Background: an optimization exercise with open tools, aiming at small area, a short achievable clock period and few clock cycles. Do not read the settings as production practice.
In this exercise RTL edits were held to simulation tests only and were not proved equivalent to the original.
No activity file was given, so power comes from the tool's default toggle rates.

// tagctrl_top
module tagctrl_top #(
  parameter int unsigned RdDepth = 4,    
  parameter int unsigned DqDepth = 10    
) (
  input  logic                          clk_i,
  input  logic                          reset_i,
  input  logic                          req_valid_i,
  input  logic [31:0]                   req_addr_i,
  input  logic                          req_write_i,
  input  logic [63:0]                   req_wdata_i,
  input  logic                          req_tag_i,
  output logic                          req_ready_o,
  output logic                          rsp_valid_o,
  output logic [63:0]                   rsp_rdata_o,
  output logic                          rsp_tag_o,
  output logic                          rsp_write_o,
  output logic                          rsp_err_o,
  input  logic                          rsp_ready_i,
  output logic                          mem_req_valid_o,
  output logic [28:0]                   mem_req_addr_o,
  output logic                          mem_req_write_o,
  output logic [63:0]                   mem_req_wdata_o,
  input  logic                          mem_req_ready_i,
  input  logic                          mem_rsp_valid_i,
  input  logic [63:0]                   mem_rsp_rdata_i
);
  localparam int unsigned RdPtrW = (RdDepth > 1) ? $clog2(RdDepth) : 1;
  ...
export LEC_CHECK = 0
export ABC_AREA = 1
export CAP_MARGIN = 40
export CORE_MARGIN = 2
export CORE_UTILIZATION = 70
export CTS_CLUSTER_DIAMETER = 100
export CTS_CLUSTER_SIZE = 24
export PLACE_DENSITY = 0.72
export SETUP_SLACK_MARGIN = 3.0
export SLEW_MARGIN = 40
export TNS_END_PERCENT = 10
create_clock -name core_clock -period 5.0 [get_ports {clk_i}]
standard.sh (not shown) runs the stock make flow with config.mk's settings and CLKGATE_MAP_FILE= SYNTH_SCRIPT=/design/flow/synth_recipe.tcl, a recipe that flattens the netlist after the stock synthesis.
==> flow/flow/run.sh <==
#!/bin/bash
# The standard layout (the standard.sh, standard synthesis included) with two
# make settings changed:
#  - delay cells are added to the don't-use list, so the port buffers and timing
#    repair use ordinary buffers instead of slow delay buffers;
#  - timing repair may swap a cell for one of another footprint.
# Everything else (floorplan, power grid, tap cells, placement, CTS, routing) is
# the standard flow. The make output goes to flow_make.log in the work folder.
set -euo pipefail
PLATFORM_DONT_USE="sky130_fd_sc_hd__probe_p_8 sky130_fd_sc_hd__probec_p_8 sky130_fd_sc_hd__lpflow_bleeder_1 sky130_fd_sc_hd__lpflow_clkbufkapwr_1 sky130_fd_sc_hd__lpflow_clkbufkapwr_16 sky130_fd_sc_hd__lpflow_clkbufkapwr_2 sky130_fd_sc_hd__lpflow_clkbufkapwr_4 sky130_fd_sc_hd__lpflow_clkbufkapwr_8 sky130_fd_sc_hd__lpflow_clkinvkapwr_1 sky130_fd_sc_hd__lpflow_clkinvkapwr_16 sky130_fd_sc_hd__lpflow_clkinvkapwr_2 sky130_fd_sc_hd__lpflow_clkinvkapwr_4 sky130_fd_sc_hd__lpflow_clkinvkapwr_8 sky130_fd_sc_hd__lpflow_decapkapwr_12 sky130_fd_sc_hd__lpflow_decapkapwr_3 sky130_fd_sc_hd__lpflow_decapkapwr_4 sky130_fd_sc_hd__lpflow_decapkapwr_6 sky130_fd_sc_hd__lpflow_decapkapwr_8 sky130_fd_sc_hd__lpflow_inputiso0n_1 sky130_fd_sc_hd__lpflow_inputiso0p_1 sky130_fd_sc_hd__lpflow_inputiso1n_1 sky130_fd_sc_hd__lpflow_inputiso1p_1 sky130_fd_sc_hd__lpflow_inputisolatch_1 sky130_fd_sc_hd__lpflow_isobufsrc_1 sky130_fd_sc_hd__lpflow_isobufsrc_16 sky130_fd_sc_hd__lpflow_isobufsrc_2 sky130_fd_sc_hd__lpflow_isobufsrc_4 sky130_fd_sc_hd__lpflow_isobufsrc_8 sky130_fd_sc_hd__lpflow_isobufsrckapwr_16 sky130_fd_sc_hd__lpflow_lsbuf_lh_hl_isowell_tap_1 sky130_fd_sc_hd__lpflow_lsbuf_lh_hl_isowell_tap_2 sky130_fd_sc_hd__lpflow_lsbuf_lh_hl_isowell_tap_4 sky130_fd_sc_hd__lpflow_lsbuf_lh_isowell_4 sky130_fd_sc_hd__lpflow_lsbuf_lh_isowell_tap_1 sky130_fd_sc_hd__lpflow_lsbuf_lh_isowell_tap_2 sky130_fd_sc_hd__lpflow_lsbuf_lh_isowell_tap_4"
DELAY_CELLS="sky130_fd_sc_hd__clkdlybuf4s15_1 sky130_fd_sc_hd__clkdlybuf4s15_2 sky130_fd_sc_hd__clkdlybuf4s18_1 sky130_fd_sc_hd__clkdlybuf4s18_2 sky130_fd_sc_hd__clkdlybuf4s25_1 sky130_fd_sc_hd__clkdlybuf4s25_2 sky130_fd_sc_hd__clkdlybuf4s50_1 sky130_fd_sc_hd__clkdlybuf4s50_2 sky130_fd_sc_hd__dlygate4sd1_1 sky130_fd_sc_hd__dlygate4sd2_1 sky130_fd_sc_hd__dlygate4sd3_1 sky130_fd_sc_hd__dlymetal6s2s_1 sky130_fd_sc_hd__dlymetal6s4s_1 sky130_fd_sc_hd__dlymetal6s6s_1"
bash standard.sh "DONT_USE_CELLS=$PLATFORM_DONT_USE $DELAY_CELLS" MATCH_CELL_FOOTPRINT=0 finish > flow_make.log 2>&1
The starting point completed without violations.
Testbench counts at the start, summed over its fixed seeds: cycles 15,692.
==> next run, changes <==
- ABC_AREA: 1 -> not set
- CAP_MARGIN: 40 -> 20
- CORE_UTILIZATION: 70 -> 55
- PLACE_DENSITY: 0.72 -> not set
- SETUP_SLACK_MARGIN: 3.0 -> 2.9
- SLEW_MARGIN: 40 -> 20
- TNS_END_PERCENT: 10 -> 5
The changed run went through all stages and came out clean.
First-iteration DRC count shrinks by 3.2%.
Worst setup slack is worse by 0.15 ns.
Wire length grows by 9.6%.
Total power shrinks by 11%.
Fmax shrinks by 6.7%.

[what the ideal ports hide]
Ports are ideal in the flow. The routed layouts listed here were re-timed in OpenROAD. Step 1 assumes that a clkbuf_16 drives the clock port and a buf_2 every other input. Step 2 also shifts input and output timing later by t, the mid clock arrival at the registers, as if the neighbouring blocks saw the same clock. Three values: no drivers, after step 1, after step 2; two values: the first two.
| run | t, ns | setup slack, ns | slew at the worst register clock pin (ns) |
|---|---|---|---|
| the first run | 0.661 | 2.867 / 2.804 / 2.336 | 0.10 / 0.10 |
| the second run | 0.669 | 2.714 / 2.714 / 2.194 | 0.10 / 0.10 |
After both steps setup and hold are still met in every run listed. For the first run, which loses most, drivers alone change the setup slack by -0.063 ns; drivers and shift together by -0.531 ns.
